From an optimization exercise on the open Yosys and OpenROAD flow, aimed at small area; shortcuts taken in it are not production practice.
The RTL was checked by simulation tests, not by an equivalence proof against the original design.
Power is estimated from default activity; no workload was simulated.

==> zinc: inputs <==
==> flow/design.v <==
package proj2_host_pkg;
    localparam logic [2:0] S_IDLE   = 3'b000;
    localparam logic [2:0] S_LOAD   = 3'b001;
    localparam logic [2:0] S_LAUNCH = 3'b010;
    localparam logic [2:0] S_WAITHI = 3'b011;
    localparam logic [2:0] S_WAITLO = 3'b100;
    localparam logic [2:0] S_READ   = 3'b101;
    localparam logic [2:0] S_RSPOK  = 3'b110;
    localparam logic [2:0] S_RSPERR = 3'b111;
endpackage
import proj2_host_pkg::*;
module proj2_host #(
    parameter int unsigned TIMEOUT = 2**20,
    parameter int unsigned BYTES   = 32
) (
    input  logic         clk,
    input  logic         reset,
    input  logic         cmd_valid,
    output logic         cmd_ready,
    input  logic [255:0] cmd_a1,
    input  logic [255:0] cmd_a2,
    input  logic [255:0] cmd_a3,
    output logic         rsp_valid,
    input  logic         rsp_ready,
    output logic [255:0] rsp_a0,
    output logic         rsp_err,
    output logic         p2_we,
    output logic         p2_oe,
    output logic         p2_start,
    output logic [1:0]   p2_reg_sel,
    output logic [4:0]   p2_addr,
    output logic [7:0]   p2_data,
    input  logic [7:0]   p2_rdata,
    input  logic         p2_ready
);
    localparam int unsigned TW = $clog2(TIMEOUT);
    logic [2:0]    state_q, state_d;
    logic [TW-1:0] cnt_q, cnt_d;
    logic [767:0]  sr_q, sr_d;
    wire idle     = (state_q == S_IDLE);
    wire in_load  = (state_q == S_LOAD);
    wire in_wh    = (state_q == S_WAITHI);
    wire in_wl    = (state_q == S_WAITLO);
    wire in_read  = (state_q == S_READ);
    wire in_resp  = state_q[2] & state_q[1];
    wire acc      = idle & cmd_valid & ~p2_ready;
    logic hold, shift;
    wire cnt_load_end = cnt_q[6] & (&cnt_q[4:0]);
    wire cnt_read_end = &cnt_q[4:0];
    wire cnt_tmo      = &cnt_q;
    assign cmd_ready  = idle & ~p2_ready & ~reset;
    assign rsp_valid  = in_resp;
    assign rsp_err    = state_q[0];
    assign rsp_a0     = sr_q[767:512];
    assign p2_we      = in_load;
    assign p2_oe      = in_read;
    assign p2_start   = ~(state_q == S_LAUNCH);
    assign p2_reg_sel = {cnt_q[6] | cnt_q[5], ~cnt_q[5] & ~state_q[2]};
    assign p2_addr    = cnt_q[4:0];
    assign p2_data    = sr_q[7:0] ^ {8{~cnt_q[6] & ~cnt_q[0]}};
    always_comb begin
        state_d = state_q;
        case (state_q)
            S_IDLE:   if (acc) state_d = S_LOAD;
            S_LOAD:   if (cnt_load_end) state_d = S_LAUNCH;
            S_LAUNCH: state_d = S_WAITHI;
            S_WAITHI: if (p2_ready) state_d = S_WAITLO;
                      else if (cnt_tmo) state_d = S_RSPERR;
            S_WAITLO: if (!p2_ready) state_d = S_READ;
                      else if (cnt_tmo) state_d = S_RSPERR;
            S_READ:   if (cnt_read_end) state_d = S_RSPOK;
            default:  if (rsp_ready) state_d = S_IDLE;
        endcase
    end
    wire cnt_clr = idle | (state_q == S_LAUNCH) | (in_wh & p2_ready) | (in_wl & ~p2_ready);
    assign cnt_d = cnt_clr ? '0 : cnt_q + 1'b1;
    wire [7:0] top_in = p2_rdata & {8{in_read}};
    wire [767:0] cmd_all = {cmd_a3, cmd_a2, cmd_a1};
    genvar i;
    generate
        for (i = 0; i < 512; i++) begin : g_inv
            assign sr_d[i] = ~((acc | sr_q[i+8]) & (~idle | cmd_all[i]));
        end
        for (i = 512; i < 768; i++) begin : g_hold
            if (i < 760) begin : g_mid
                assign sr_d[i] = (acc & cmd_all[i]) | (hold & sr_q[i]) | (shift & sr_q[i+8]);
            end else begin : g_top
                assign sr_d[i] = (acc & cmd_all[i]) | (hold & sr_q[i]) | (shift & top_in[i-760]);
            end
        end
    endgenerate
    always_ff @(posedge clk or posedge reset) begin
        if (reset) begin
            state_q <= S_IDLE;
            hold    <= 1'b0;
            shift   <= 1'b0;
        end else begin
            state_q <= state_d;
            hold    <= state_d[2] & state_d[1];
            shift   <= (state_d != S_IDLE) & ~(state_d[2] & state_d[1]);
        end
    end
    always_ff @(posedge clk) begin
        cnt_q <= cnt_d;
        sr_q  <= sr_d;
    end
endmodule
==> flow/flow/run.sh <==
#!/bin/bash
# The standard layout, with placement and clock-tree options changed:
#  - every port still gets its own buffer, but the smallest buffer cell
#    (buf_1) instead of the default delay buffer;
#  - pins may sit on adjacent routing tracks, so the die can be sized for
#    the cells rather than for the 1058 pins;
#  - the clock tree uses clkbuf_8 leaf buffers driving up to 18 flip-flops
#    each, without dummy loads.
set -euo pipefail
export BUFFER_PORTS_ARGS="-inputs -outputs -buffer_cell sky130_fd_sc_hd__buf_1"
export PLACE_PINS_ARGS="-min_distance 1 -min_distance_in_tracks"
export CTS_ARGS="-sink_clustering_enable -repair_clock_nets -dont_use_dummy_load -buf_list sky130_fd_sc_hd__clkbuf_8 -sink_clustering_size 18 -sink_clustering_max_diameter 50"
bash standard.sh > standard.log 2>&1
==> flow/standard.sh <==
#!/bin/bash
# synth_recipe.tcl (not shown) runs the flow's synth.tcl, then flattens the netlist and writes it again
# the make line also repeats each setting of config.mk as NAME=value (left out here)
make -C /OpenROAD-flow-scripts/flow DESIGN_CONFIG=/design/flow/config.mk WORK_HOME=/design/flow/orfs CLKGATE_MAP_FILE= SYNTH_SCRIPT=/design/flow/synth_recipe.tcl "${@:-finish}"
==> flow/config.mk <==
export PLATFORM = sky130hd
export DESIGN_NAME = proj2_host
export DESIGN_NICKNAME = proj2_host
export VERILOG_FILES = /design/flow/design.v
export SDC_FILE = /design/flow/constraint.sdc
export NUM_CORES = 4
export LEC_CHECK = 0
export CAP_MARGIN = 20
export CORE_AREA = 4 4 226 226
export DIE_AREA = 0 0 230 230
export SLEW_MARGIN = 20
==> flow/constraint.sdc <==
create_clock -name core_clock -period 6.0 [get_ports {clk}]
set_input_delay 1.2000 -clock core_clock [delete_from_list [all_inputs] [get_ports {clk}]]
set_output_delay 1.2000 -clock core_clock [all_outputs]
set_load 0.01 [all_outputs]
==> inputs of cedar, as changes to zinc <==
--- a/flow/flow/run.sh
+++ b/flow/flow/run.sh
@@ -6,3 +6,3 @@
 #    the cells rather than for the 1058 pins;
-#  - the clock tree uses clkbuf_8 leaf buffers driving up to 18 flip-flops
+#  - the clock tree uses clkbuf_4 leaf buffers driving up to 10 flip-flops
 #    each, without dummy loads.
@@ -11,3 +11,3 @@
 export PLACE_PINS_ARGS="-min_distance 1 -min_distance_in_tracks"
-export CTS_ARGS="-sink_clustering_enable -repair_clock_nets -dont_use_dummy_load -buf_list sky130_fd_sc_hd__clkbuf_8 -sink_clustering_size 18 -sink_clustering_max_diameter 50"
+export CTS_ARGS="-sink_clustering_enable -repair_clock_nets -dont_use_dummy_load -buf_list sky130_fd_sc_hd__clkbuf_4 -sink_clustering_size 10 -sink_clustering_max_diameter 50"
 bash standard.sh > standard.log 2>&1
==> inputs of xenon, as changes to zinc <==
==> flow/run.sh (new file) <==
#!/bin/bash
# synth_recipe.tcl (not shown) runs the flow's synth.tcl, then flattens the netlist and writes it again
# the make line also repeats each setting of config.mk as NAME=value (left out here)
make -C /OpenROAD-flow-scripts/flow DESIGN_CONFIG=/design/flow/config.mk WORK_HOME=/design/flow/orfs CLKGATE_MAP_FILE= SYNTH_SCRIPT=/design/flow/synth_recipe.tcl finish
removed: flow/flow/run.sh
removed: flow/standard.sh
==> summary.md <==
| Metric | Value |
|---|---|
| Initial antenna violation count | `95` |
| Combinational power | `4200 uW` |
| Int Power | `around 10,000 uW` |
| Status | `complete, no violations` |
| Pwr dens | `between 500 and 600 nW/um2` |
| DIE AREA | `52,900 um2` |
| Synthesis-to-finish area growth | `11.6%` |
| Hold WS | `~0.22 ns` |
| Largest delay share family, worst path | `simple AND/OR/NAND/NOR gates` |
| Clock tree cell share of total cell area | `0.0230` |
| Slowest Stage Delay on Critical Path | `approximately 0.5 ns` |
| Maxcap violations | `0` |
| NonClk Buf Share | `0.143` |
| P_clk | `approximately 2300 uW` |
-- figures above: cedar

==> summary.md <==
| Metric | Value |
|---|---|
| Synthesized area per cell | `approximately 11 um2` |
| Chip height | `~230 um` |
| Simple-gate share of the synthesized area | `0.0152` |
| Error | `[ERROR PPL-0024] Number of IO pins (1058) exceeds maximum number of available positions (826). Increase the die perimeter from 920.00um to 1438.88um.` |
| Dominant cell type by area after synthesis | `dfxtp_1` |
| Last stage reached | `I/O pin placement` |
| Post-synthesis sequential area ratio | `0.605` |
| Cells after synthesis | `approximately 2,400` |
| Library cells used by synthesis | `approximately 40` |
| Rows | `around 80` |
| Syn_nets | `3,191` |
| Status | `aborted with a tool error` |
| Count leader, synth | `dfxtp_1` |
-- figures above: xenon

==> summary.md <==
| Metric | Value |
|---|---|
| Largest delay share family, worst path | `simple AND/OR/NAND/NOR gates` |
| Int Power | `around 10,000 uW` |
| Clock tree cell share of total cell area | `0.0307` |
| NonClk Buf Share | `0.142` |
| P_clk | `2630 uW` |
| Status | `complete, no violations` |
| Slowest Stage Delay on Critical Path | `0.49 ns` |
-- figures above: zinc

static timing again, ports no longer ideal:
How much do the figures lean on ideal ports? The routed layouts below were timed once more, with nothing changed but the port constraints. Step 1 assumes that a clkbuf_16 drives the clock port and a buf_2 every other input. Step 2 also shifts input and output timing later by t, the mid clock arrival at the registers, as if the neighbouring blocks saw the same clock. Three values: no drivers, after step 1, after step 2; two values: the first two.
run | t, ns | setup slack, ns | worst setup path at the end | pins driven straight from the clock port
zinc | 0.697 | 2.470 / 2.413 / 2.523 | input to register | 1
cedar | 0.907 | 2.324 / 2.268 / 2.442 | input to register | 1
After both steps setup and hold are still met in every run listed.
